This is an optimization exercise on Yosys and OpenROAD, whose aim is small area and a short achievable clock period, not a production implementation. In this exercise RTL edits were held to simulation tests only and were not proved equivalent to the original. No activity file was given, so power comes from the tool's default toggle rates.

--- config.mk ---
export PLATFORM = sky130hd
export DESIGN_NAME = dmem_bytelane
export DESIGN_NICKNAME = dmem_bytelane
export VERILOG_FILES = /design/flow/design.v
export SDC_FILE = /design/flow/constraint.sdc
export NUM_CORES = 4
export LEC_CHECK = 0
export CAP_MARGIN = 20
export CORE_MARGIN = 2
export CORE_UTILIZATION = 55
export CTS_CLUSTER_DIAMETER = 100
export CTS_CLUSTER_SIZE = 30
export PLACE_DENSITY = 0.7
export SETUP_SLACK_MARGIN = 3.4
export SLEW_MARGIN = 20
export SYNTH_HIERARCHICAL = 1
--- constraint.sdc ---
create_clock -name core_clock -period 6.5 [get_ports {clk}]
set_input_delay 1.3000 -clock core_clock [delete_from_list [all_inputs] [get_ports {clk}]]
set_output_delay 1.3000 -clock core_clock [all_outputs]
set_load 0.01 [all_outputs]
--- design.v ---
module dmem_bytelane #(
    parameter int ADDR_WIDTH = 32,
    parameter int MEM_WORDS  = 128,
    parameter int LATENCY    = 1
) (
    input  logic                  clk,
    input  logic                  rst_n,
    input  logic                  req,
    input  logic                  we,
    input  logic [1:0]            size,
    input  logic                  sign_ext,
    input  logic [ADDR_WIDTH-1:0] addr,
    input  logic [31:0]           wr_data,
    output logic [31:0]           rd_data,
    output logic                  busy,
    output logic                  done,
    output logic                  err
);
    localparam int IDX_W = $clog2(MEM_WORDS);
    logic unused_addr_bits;
    assign unused_addr_bits = ^addr[ADDR_WIDTH-1:IDX_W+2];
    logic busy_q, done_q, err_q;
    logic accept, misaligned, go_st, go_ld;
    assign accept = req && !busy_q;
    always_comb begin
        case (size)
            2'b00:   misaligned = 1'b0;
            2'b01:   misaligned = addr[0];
            2'b10:   misaligned = (addr[1:0] != 2'b00);
            default: misaligned = 1'b1;
        endcase
    end
    assign go_st = accept && !misaligned && we;
    for (genvar l = 0; l < 4; l++) begin : g_wlo_l
        for (genvar j = 0; j < 8; j++) begin : g_wlo_j
            assign wlo_d[8*l + j] = be_d[l] && (addr[4:2] == j);
        end
    end
    assign go_ld = accept && !misaligned && !we;
    logic [3:0] be_d, l0_d, m_d;
    logic [1:0] h1_d;
    always_comb begin
        be_d = 4'b1111;
        l0_d = 4'b0001;
        h1_d = 2'b01;
        m_d  = 4'b0000;
        case (size)
            2'b00: begin
                be_d = 4'b0001 << addr[1:0];
                l0_d = 4'b0001 << addr[1:0];
                h1_d = 2'b00;
                m_d  = sign_ext ? (4'b0001 << addr[1:0]) : 4'b0000;
            end
            2'b01: begin
                be_d = addr[1] ? 4'b1100 : 4'b0011;
                l0_d = addr[1] ? 4'b0100 : 4'b0001;
                h1_d = addr[1] ? 2'b10 : 2'b01;
                m_d  = sign_ext ? (addr[1] ? 4'b1000 : 4'b0010) : 4'b0000;
            end
            default: ;
        endcase
    end
    logic [31:0] wlo_d, wlo_q;   
    logic [3:0] l0_q, m_q;
    logic [1:0] h1_q;
    logic       up_q, f8_q, f16_q, ld_q;
    always_ff @(posedge clk or negedge rst_n) begin
        if (!rst_n) begin
            busy_q <= 1'b0;
            done_q <= 1'b0;
            err_q  <= 1'b0;
            wlo_q  <= 32'd0;
            l0_q   <= 4'b0000;
            h1_q   <= 2'b00;
            m_q    <= 4'b0000;
            up_q   <= 1'b0;
            f8_q   <= 1'b0;
            f16_q  <= 1'b0;
            ld_q   <= 1'b0;
        end else begin
            busy_q <= accept && !misaligned;
            done_q <= busy_q;
            err_q  <= accept && misaligned;
            wlo_q  <= go_st ? wlo_d : 32'd0;
            l0_q   <= go_ld ? l0_d : 4'b0000;
            h1_q   <= go_ld ? h1_d : 2'b00;
            m_q    <= go_ld ? m_d  : 4'b0000;
            up_q   <= go_ld && (size == 2'b10);
            f8_q   <= go_ld && (size == 2'b00);
            f16_q  <= go_ld && (size != 2'b10);
            ld_q   <= go_ld;
        end
    end
    logic [15:0]      whi_q;     
    logic [31:0]      sdata_q;   
    logic [31:0]      rword_q;   
    logic [31:0]      rword;
    always_ff @(posedge clk) begin
        for (int j = 0; j < 16; j++)
            whi_q[j] <= (addr[IDX_W+1:5] == j);
        case (size)
            2'b00:   sdata_q <= {4{wr_data[7:0]}};
            2'b01:   sdata_q <= {2{wr_data[15:0]}};
            default: sdata_q <= wr_data;
        endcase
        rword_q <= rword;
    end
    logic [MEM_WORDS*32-1:0] mem_q, mem_d;
    logic [MEM_WORDS*4-1:0]  wen, wen_n;
    for (genvar w = 0; w < MEM_WORDS; w++) begin : g_wen
        for (genvar l = 0; l < 4; l++) begin : g_lane
            dmem_nand2 u_wen_n (.a(whi_q[w/8]), .b(wlo_q[8*l + w%8]), .y(wen_n[4*w + l]));
            dmem_inv   u_wen   (.a(wen_n[4*w + l]), .y(wen[4*w + l]));
        end
    end
    for (genvar w = 0; w < MEM_WORDS; w++) begin : g_word
        for (genvar b = 0; b < 32; b++) begin : g_bit
            dmem_ao22 u_next (
                .a0(wen[4*w + b/8]),   .b0(sdata_q[b]),
                .a1(wen_n[4*w + b/8]), .b1(mem_q[32*w + b]),
                .y (mem_d[32*w + b])
            );
        end
    end
    always_ff @(posedge clk) begin
        mem_q <= mem_d;
    end
    logic [MEM_WORDS-1:0] rsel;
    for (genvar w = 0; w < MEM_WORDS; w++) begin : g_rsel
        assign rsel[w] = (addr[IDX_W+1:2] == w);
    end
    localparam int NGRP = (MEM_WORDS + 2) / 3;
    logic [NGRP*32-1:0] grp_n;
    for (genvar g = 0; g < NGRP; g++) begin : g_grp
        for (genvar b = 0; b < 32; b++) begin : g_bit
            if (3*g + 2 < MEM_WORDS) begin : g_3
                dmem_aoi222 u_rd (
                    .a0(rsel[3*g]),   .b0(mem_q[32*(3*g) + b]),
                    .a1(rsel[3*g+1]), .b1(mem_q[32*(3*g+1) + b]),
                    .a2(rsel[3*g+2]), .b2(mem_q[32*(3*g+2) + b]),
                    .y (grp_n[32*g + b])
                );
            end else begin : g_2
                dmem_aoi22 u_rd (
                    .a0(rsel[3*g]),   .b0(mem_q[32*(3*g) + b]),
                    .a1(rsel[3*g+1]), .b1(mem_q[32*(3*g+1) + b]),
                    .y (grp_n[32*g + b])
                );
            end
        end
    end
    for (genvar b = 0; b < 32; b++) begin : g_rword
        logic [NGRP-1:0] col_n;
        for (genvar g = 0; g < NGRP; g++) begin : g_col
            assign col_n[g] = grp_n[32*g + b];
        end
        assign rword[b] = ~&col_n;
    end
    logic [31:0] rd_data_q, rd_d;
    logic [7:0]  b0;
    logic        fill;
    logic [31:0] keep;
    assign keep = {32{~ld_q}} & rd_data_q;
    assign b0   = ({8{l0_q[0]}} & rword_q[7:0])   | ({8{l0_q[1]}} & rword_q[15:8]) |
                  ({8{l0_q[2]}} & rword_q[23:16]) | ({8{l0_q[3]}} & rword_q[31:24]);
    assign fill = (m_q[0] & rword_q[7])  | (m_q[1] & rword_q[15]) |
                  (m_q[2] & rword_q[23]) | (m_q[3] & rword_q[31]);
    assign rd_d[7:0]   = b0 | keep[7:0];
    assign rd_d[15:8]  = ({8{h1_q[0]}} & rword_q[15:8]) | ({8{h1_q[1]}} & rword_q[31:24]) |
                         ({8{f8_q & fill}}) | keep[15:8];
    assign rd_d[31:16] = ({16{up_q}} & rword_q[31:16]) | ({16{f16_q & fill}}) | keep[31:16];
    always_ff @(posedge clk or negedge rst_n) begin
        if (!rst_n)
            rd_data_q <= 32'd0;
        else
            rd_data_q <= rd_d;
    end
    assign rd_data = rd_data_q;
    assign busy    = busy_q;
    assign done    = done_q;
    assign err     = err_q;
endmodule
module dmem_ao22 (
    input  logic a0, b0, a1, b1,
    output logic y
);
    assign y = (a0 & b0) | (a1 & b1);
endmodule
module dmem_aoi222 (
    input  logic a0, b0, a1, b1, a2, b2,
    output logic y
);
    assign y = ~((a0 & b0) | (a1 & b1) | (a2 & b2));
endmodule
module dmem_aoi22 (
    input  logic a0, b0, a1, b1,
    output logic y
);
    assign y = ~((a0 & b0) | (a1 & b1));
endmodule
module dmem_nand2 (
    input  logic a, b,
    output logic y
);
    assign y = ~(a & b);
endmodule
module dmem_inv (
    input  logic a,
    output logic y
);
    assign y = ~a;
endmodule
--- run.sh ---
#!/bin/bash
# synth_recipe.tcl (not shown) runs the flow's synth.tcl, then flattens the netlist and writes it again
# the make line also repeats each setting of config.mk as NAME=value (left out here)
make -C /OpenROAD-flow-scripts/flow DESIGN_CONFIG=/design/flow/config.mk WORK_HOME=/design/flow/orfs CLKGATE_MAP_FILE= SYNTH_SCRIPT=/design/flow/synth_recipe.tcl finish
==> out/qor.yml, run 1 <==
tightest_slew_ps: 1280
fmax_ghz: 0.294
cts_sinks: 4257
drv_slew: 0
gr-max-usage-layer: "met2"
initial_core_util: 0.554
status: "timing/DRC/antenna clean"
p_switching_mw: 9.65
cpPeakStageDelay_ps: 670
swShare: 0.232
startpoint_type: "input port"
nFillCells: 20267
grt_usage: 0.382
via_count: 122052
yosysSeqAreaShare: 0.594
avgSynthCellArea_um2: 12.4
crit_path_frequent_cell: "buf_12"
synthCells: 11624
path_max_fanout: 5
numCtsBuffers: 168
rsz0062_at_grt: "yes"
cp_num_buf_inv: 5
fin_setup_tns_ps: 0
io_buffers: 82
finalNetCount: 12407
cts_tree: "yes"
fin_cells: 15874
dp_cells: 15427
clk_latency_ps: 950
leakage_nw: 63.8
finClkSkew_ps: 81.6
end_kind: "flop"
slew_headroom: 0.145
setup_viol: 0
core-area_um2: 260000
grt_pass1_wl_mm: 774
io_pins: 106
peakVddDrop_v: 0.000293
ant_nets: 0
gr-usage-met2: 0.559
grt_pass1_vias: 114087
drc_errors: 0
arrival_ps: 4150
fin_crit_ps: 3400
grt_start_max_net_pins: 82
crit_type: "input port to flop"
wirelength_mm: 541
p_seq_frac: 0.651
syn2layout_area_growth_pct: 11.3
via_per_inst: 7.69
required_ps: 7250
root_buffer: "clkbuf_16"
die_area_um2: 266000
combPwrFrac: 0.040
hold_viol_final: 0
internal_power_mw: 32.0
slowest_stage: "nand4_1"
crit_path_cell_trace: "buf_12, nand3b_1, buf_12, buf_8, nor2_4, buf_12, a222oi_1, nand4_1, nor4_2, buf_4, nand3_2"
num_rows: 187
drive_above_1_share: 0.0850
wl_per_cell_um: 34.1
gr-total-overflow: 0
syn_nets: 11695
fp.dieH_um: 516
p_per_area_nw_per_um2: 259
drtIter0Drc: 23514
ys_ff_latch: 4257
synth_cell_types: 41
gp_congestion: 0.986
fp.dieW_um: 516
hp-class: "flop to flop"
yosysWarnings: 7
power_frac_clock: 0.310
drt_first_pass_iters: 14
critical-path-top-delay-family: "simple AND/OR/NAND/NOR gates"
grt_util_met1: 0.500
max_cap_viol_count: 0
dp_hpwl_mm: 342
antenna_found_initial: 18
cts.clk_slew.worst_paths_ps: 110
use_met3: 0.102
period_share: 0.522
cts.path.max_buffers: 4
final_cell_mix: "4,131 x dfxtp_1, 4,096 x a22o_1, 1,360 x a222oi_1"
final_common_cell: "dfxtp_1"
cts_max_level: 4
syn_area_um2: 144000
[per-module statistics from Yosys (local to each module, per instance)]
module,cells,flops+latches
dmem_inv,1,0
dmem_aoi222,1,0
dmem_aoi22,1,0
dmem_bytelane,5128,4257
dmem_ao22,1,0
dmem_nand2,1,0
[power groups by stage]
stage                     sequential [mW]  combinational, mW  clock [mW]
final                                27.1               1.65        12.9
after global routing                 27.1               1.67        13.8
after CTS                            27.0               1.51        12.9
after detailed placement             27.6               1.43           0
after global placement               27.6               1.39           0
after floorplan                      27.7              0.524           0
[final timing paths]
check | from | end | slack (ps) | depth (start not counted)
min reg2reg | busy_q$_DFF_PN0_ | done_q$_DFF_PN0_ | 360 | 0
min | busy_q$_DFF_PN0_ | done_q$_DFF_PN0_ | 360 | 0
max in group asynchronous | rst_n | wlo_q[0]$_DFF_PN0_ | 5460 | 1
min in group asynchronous | rst_n | rd_data_q[27]$_DFF_PN0_ | 390 | 1
max | addr[4] | rword_q[8]$_DFF_P_ | 3100 | 11
max reg2reg | wlo_q[19]$_DFF_PN0_ | mem_q[1142]$_DFF_P_ | 3890 | 4
[state kept, by name (all words and copies together), names as in the netlist]
register   count
ld_q           1
rword_q       32
done_q         1
rd_data_q     32
busy_q         1
whi_q         16
l0_q           4
h1_q           2
mem_q       4096
f16_q          1
wlo_q         32
f8_q           1
sdata_q       32
m_q            4
err_q          1
up_q           1
[area by class of cell]
| type | instances | area, um2 | share of cell area |
|---|---|---|---|
| well taps | 3496 | 4370 | 0.0273 |
| multi-input cells | 6811 | 58100 | 0.362 |
| clock buffers | 187 | 4380 | 0.0273 |
| diodes | 20 | 50.0 | 0.000312 |
| inverters | 533 | 2000 | 0.0125 |
| clock inverters | 5 | 58.8 | 0.000366 |
| flip-flops and latches | 4257 | 85800 | 0.535 |
| repair buffers | 565 | 5680 | 0.0354 |
[routing by layer]
metal	part of all wire	vias up
li1	-	50984
met5	0.00021	-
met4	0.075	16
met1	0.38	60377
met2	0.42	8981
met3	0.13	1694
[worst register-to-register path: cells and delay by family (launching register included)]
kind / cells / cell delay (ps)
compound gates: 1 / 230
buf+inv: 2 / 960
flops: 1 / 1040
simple gates: 1 / 370
[Yosys cell counts (all sizes together)]
master	instances	area (um2)
a22oi	42	475
a221o	16	160
and2b	1	7.51
or3	1	6.26
dfxtp	4176	83600
nand4	322	2010
a21oi	8	55.1
nand3b	4	30.0
nor3	68	357
nand2	548	2060
clkbuf	32	120
inv	533	2000
or3b	2	17.5
or2	1	6.26
nor4	65	413
nor2	138	521
nand3	71	355
dfrtp	81	2030
mux2	16	180
nand2b	1	6.26
o21a	1	7.51
a222oi	1360	13600
nor3b	2	15.0
a21boi	1	7.51
nor2b	4	25.0
a21bo	1	10.0
buf	15	104
o21ai	8	40.0
o211ai	2	33.8
mux2i	8	80.1
a22o	4096	35900
[through the flow]
| stage | utilization | hold slack, ps | worst slack (ps) | power [mW] | cell area (um2) |
|---|---|---|---|---|---|
| 2_1_floorplan | - | 421 | 3270 | 28.2 | 145000 |
| 3_3_place_gp | 0.584 | 392 | 661 | 29.0 | 152000 |
| 3_5_place_dp | 0.584 | 393 | 602 | 29.1 | 152000 |
| 4_1_cts | 0.610 | 352 | 3300 | 41.5 | 159000 |
| 5_1_grt | 0.617 | 372 | 3210 | 42.6 | 160000 |
| 6_report | 0.617 | 357 | 3100 | 41.6 | 160000 |
[repair_timing]
action,in CTS,in global routing
buffers inserted,98,97
resized for setup,274,126
hold buffers,0,0
pin swaps,102,171
cloned,29,10
setup endpoints to repair,67,32
[logic make-up (layout without fill, tap and decap cells)]
| group | count (synthesis) | count (layout) | synth area share |
|---|---|---|---|
| buf+inv | 580 | 1290 | 0.0154 |
| simple gates | 1228 | 1252 | 0.0404 |
| mux | 24 | 24 | 0.00180 |
| other cells | 0 | 20 | 0 |
| flops | 4257 | 4257 | 0.594 |
| compound gates | 5535 | 5535 | 0.349 |
==> run 2: changes to the inputs <==
--- a/design.v
+++ b/design.v
@@ -94,6 +94,7 @@
     logic [15:0]      whi_q;     
     logic [31:0]      sdata_q;   
-    logic [31:0]      rword_q;   
-    logic [31:0]      rword;
+    logic [191:0]     rpart_q;   
+    logic [191:0]     rpart;
+    logic [31:0]      rword;     
     always_ff @(posedge clk) begin
         for (int j = 0; j < 16; j++)
@@ -104,5 +105,5 @@
             default: sdata_q <= wr_data;
         endcase
-        rword_q <= rword;
+        rpart_q <= rpart;
     end
     logic [MEM_WORDS*32-1:0] mem_q, mem_d;
@@ -155,5 +156,11 @@
             assign col_n[g] = grp_n[32*g + b];
         end
-        assign rword[b] = ~&col_n;
+        assign rpart[6*b]     = ~&col_n[7:0];
+        assign rpart[6*b + 1] = ~&col_n[14:8];
+        assign rpart[6*b + 2] = ~&col_n[21:15];
+        assign rpart[6*b + 3] = ~&col_n[28:22];
+        assign rpart[6*b + 4] = ~&col_n[35:29];
+        assign rpart[6*b + 5] = ~&col_n[NGRP-1:36];
+        assign rword[b]       = |rpart_q[6*b +: 6];
     end
     logic [31:0] rd_data_q, rd_d;
@@ -162,12 +169,12 @@
     logic [31:0] keep;
     assign keep = {32{~ld_q}} & rd_data_q;
-    assign b0   = ({8{l0_q[0]}} & rword_q[7:0])   | ({8{l0_q[1]}} & rword_q[15:8]) |
-                  ({8{l0_q[2]}} & rword_q[23:16]) | ({8{l0_q[3]}} & rword_q[31:24]);
-    assign fill = (m_q[0] & rword_q[7])  | (m_q[1] & rword_q[15]) |
-                  (m_q[2] & rword_q[23]) | (m_q[3] & rword_q[31]);
+    assign b0   = ({8{l0_q[0]}} & rword[7:0])   | ({8{l0_q[1]}} & rword[15:8]) |
+                  ({8{l0_q[2]}} & rword[23:16]) | ({8{l0_q[3]}} & rword[31:24]);
+    assign fill = (m_q[0] & rword[7])  | (m_q[1] & rword[15]) |
+                  (m_q[2] & rword[23]) | (m_q[3] & rword[31]);
     assign rd_d[7:0]   = b0 | keep[7:0];
-    assign rd_d[15:8]  = ({8{h1_q[0]}} & rword_q[15:8]) | ({8{h1_q[1]}} & rword_q[31:24]) |
+    assign rd_d[15:8]  = ({8{h1_q[0]}} & rword[15:8]) | ({8{h1_q[1]}} & rword[31:24]) |
                          ({8{f8_q & fill}}) | keep[15:8];
-    assign rd_d[31:16] = ({16{up_q}} & rword_q[31:16]) | ({16{f16_q & fill}}) | keep[31:16];
+    assign rd_d[31:16] = ({16{up_q}} & rword[31:16]) | ({16{f16_q & fill}}) | keep[31:16];
     always_ff @(posedge clk or negedge rst_n) begin
         if (!rst_n)
--- a/config.mk
+++ b/config.mk
@@ -9,8 +9,8 @@
 export CORE_MARGIN = 2
 export CORE_UTILIZATION = 55
-export CTS_CLUSTER_DIAMETER = 100
-export CTS_CLUSTER_SIZE = 30
+export CTS_CLUSTER_DIAMETER = 90
+export CTS_CLUSTER_SIZE = 26
 export PLACE_DENSITY = 0.7
-export SETUP_SLACK_MARGIN = 3.4
+export SETUP_SLACK_MARGIN = 3.75
 export SLEW_MARGIN = 20
 export SYNTH_HIERARCHICAL = 1
==> out/qor.yml, run 2 <==
ant_nets: 0  # unchanged
final_common_cell: "dfxtp_1"
final_cell_mix: "4,299 x dfxtp_1, 4,096 x a22o_1, 1,360 x a222oi_1"
fmax_ghz: 0.334  # +14%
synth_edf_count: 0  # unchanged
synthMostInstantiatedCell: "dfxtp_1"
max_cap_viol_count: 0  # unchanged
grt_pass1_vias: 118077  # +3.5%
gr-total-overflow: 0  # unchanged
largest-register: "mem_q"
slew_headroom: 0.160  # +0.0146
multi_input_area_um2: 59000  # +1.4%
cts_sinks: 4417  # +3.8%
fp.dieW_um: 523  # +1.3%
yosys_most_used_dff: "dfxtp_1"
fin_cells: 16191  # +2.0%
wl_per_cell_um: 35.0  # +2.8%
grt_pass1_wl_mm: 813  # +5.1%
core-area_um2: 268000  # +2.9%
required_ps: 5200  # -2050 ps
clk_latency_ps: 980  # +30 ps
fin_setup_tns_ps: 0  # unchanged
rsz0062_at_grt: "yes"
drtIter0Drc: 23071  # -1.9%
avgSynthCellArea_um2: 12.5  # +0.91%
crit_path_cell_trace: "buf_6"
register_area_um2: 89000  # +3.7%
antenna_found_initial: 45  # +27
numCtsBuffers: 197  # +17%
drc_errors: 0  # unchanged
yosysWarnings: 7  # unchanged
synth_cell_types: 43  # +4.9%
grt_start_max_net_pins: 99  # +21%
cp_num_buf_inv: 1  # -4
dp_hpwl_mm: 346  # +1.3%
end_kind: "output port"
io_buffers: 82  # unchanged
hold_buffers: 0  # unchanged
drv_slew: 0  # unchanged
grt_usage: 0.395  # +0.0127
wirelength_mm: 567  # +4.8%
nFillCells: 20920  # +3.2%
yosysTopAreaCellShare: 0.587  # +0.00726
via_per_inst: 7.69  # about the same
yosys-top-cells-area: "dfxtp_1 59%, a22o_1 24%, a222oi_1 9.2%, nand2_1 1.5%, dfrtp_1 1.4%"
gp_congestion: 0.966  # -2.0%
root_buffer: "clkbuf_16"
num_rows: 190  # +1.6%
hp-class: "input port to asynchronous set/reset pin"
drive_above_1_share: 0.0874  # +0.00243
fp.dieH_um: 523  # +1.3%
cts_max_level: 4  # unchanged
period_share: 0.460  # -0.0625
peakVddDrop_v: 0.000311  # +6.1%
initial_core_util: 0.552  # -0.00182
via_count: 124577  # +2.1%
leakage_nw: 64.6  # +1.2%
cts.path.max_buffers: 4  # unchanged
critical-path-top-delay-family: "flip-flops"
arrival_ps: 1690  # -2460 ps
finalNetCount: 12652  # +2.0%
whs_ps: 207  # -150 ps
cts_tree: "yes"
final_core_util: 0.617  # about the same
async_flop_share: 0.0183  # -0.000689
ys_ff_latch: 4417  # +3.8%
synthCells: 11813  # +1.6%
status: "timing/DRC/antenna clean"
yosysSeqAreaShare: 0.601  # +0.00692
startpoint_type: "flop"
largest_reg_flops: 4096  # unchanged
io_pins: 106  # unchanged
die_area_um2: 273000  # +2.5%
synth_common_cells: "4,336 x dfxtp_1, 4,096 x a22o_1, 1,360 x a222oi_1"
fin_crit_ps: 2990  # -406 ps
syn_area_um2: 148000  # +2.5%
p_per_area_nw_per_um2: 266  # +2.5%
syn_nets: 11884  # +1.6%
hold_viol_final: 0  # unchanged
syn2layout_area_growth_pct: 11.7
setup_viol: 0  # unchanged
synth_top_cell_by_area: "dfxtp_1"
drt_first_pass_iters: 12  # -2
crit_type: "flop to output port"
dp_cells: 15558  # +0.85%
power_mw: 43.9  # +5.5%
tightest_slew_ps: 1260  # -21.9 ps
slowest_stage: "dfrtp_2"
cpPeakStageDelay_ps: 530  # -140 ps
largestRegisters: "mem_q (4096), rpart_q (192)"
finClkSkew_ps: 91.7  # +10.1 ps
cts.clk_slew.worst_paths_ps: 110  # about the same
path_max_fanout: 2  # -3
-- run 2: path summary, 6_finish.rpt --
path / startpoint / end / slack, ps / depth (start not counted)
worst max-delay path: rd_data_q[16]$_DFF_PN0_ / rd_data[16] / 3510 / 1
worst min-delay path: rst_n / done_q$_DFF_PN0_ / 210 / 1
worst max register to register: rpart_q[186]$_DFF_P_ / rd_data_q[17]$_DFF_PN0_ / 3690 / 4
worst min register to register: mem_q[3946]$_DFF_P_ / mem_q[3946]$_DFF_P_ / 480 / 1
max in group asynchronous: rst_n / wlo_q[3]$_DFF_PN0_ / 5000 / 2
min in group core_clock: mem_q[3946]$_DFF_P_ / mem_q[3946]$_DFF_P_ / 480 / 1
-- run 2: metrics by stage --
stage	worst slack [ps]	area [um2]
after floorplan	3130	149000
after global placement	1420	155000
after detailed placement	1380	155000
after CTS	3500	165000
after global routing	3530	165000
final	3510	165000
-- run 2: cell families after synthesis --
kind of cell / count (synthesis) / synth area share
AOI/OAI and AO/OA: 5535 / 0.340
DFF: 4417 / 0.601
and+or+nand+nor: 1263 / 0.0430
buffers and inverters: 574 / 0.0146
muxes: 24 / 0.00176
-- run 2: layout make-up --
cell class | count | share of cell area
antenna | 29 | 0.000439
multi-input combinational | 6909 | 0.357
clock inverter | 12 | 0.000704
timing repair buffer | 525 | 0.0335
inverter | 531 | 0.0121
tap | 3552 | 0.0269
sequential | 4417 | 0.539
clock buffer | 216 | 0.0307
-- run 2: timing repair --
action	in CTS	in global routing
setup endpoints to repair	243	238
buffers inserted	241	46
gates cloned	88	0
hold endpoints to repair	0	0
pin swaps	169	35
gates resized for setup	377	30
-- run 2: routing by layer --
layer | vias to the layer above | global-route usage | share of wire
met1 | 61679 | 0.517 | 0.37
met2 | 9521 | 0.565 | 0.42
li1 | 51666 | - | -
met4 | 16 | 0.264 | 0.076
met3 | 1695 | 0.113 | 0.14
met5 | - | 0.000351 | 0.00026
-- run 2: modules after synthesis (local to each module, per instance) --
module,flip-flops and latches,cell area [um2],cells inside
dmem_ao22,0,8.76,1
dmem_aoi22,0,12.5,1
dmem_aoi222,0,10.0,1
dmem_bytelane,4417,94300,5317
dmem_inv,0,3.75,1
dmem_nand2,0,3.75,1
-- run 2: where the power goes --
part / internal (mW) / switching [mW]
sequential: 27.6 / 0.684
clock: 5.61 / 8.51
combinational: 0.524 / 1.02
total: 33.7 / 10.2

-- what the ideal ports hide --
The flow's constraints put no driver on any port. The routed layouts listed below were extracted and timed again, unchanged, in two steps. Step 1: set_driving_cell puts a clkbuf_16 on clk and a buf_2 on each other input, an assumption about the parent block. Step 2, shift: input delay + t, output delay - t, t = (earliest + latest rising clock arrival at the registers) / 2. This alone moves slack from input paths to output paths. a / b / c = ideal ports / drivers / drivers and shift; a / b = the first two.
| run | t (ns) | setup WS [ns] | worst data-port slew with drivers (ns) |
|---|---|---|---|
| run 1 | 1.006 | 3.104 / 3.011 / 2.005 | 0.28 |
| run 2 | 1.036 | 3.510 / 3.411 / 2.524 | 0.23 |
After both steps setup and hold are still met in every run listed. The setup slack of run 1, which loses most, moves by -0.093 ns with the drivers and by -1.099 ns with both steps.
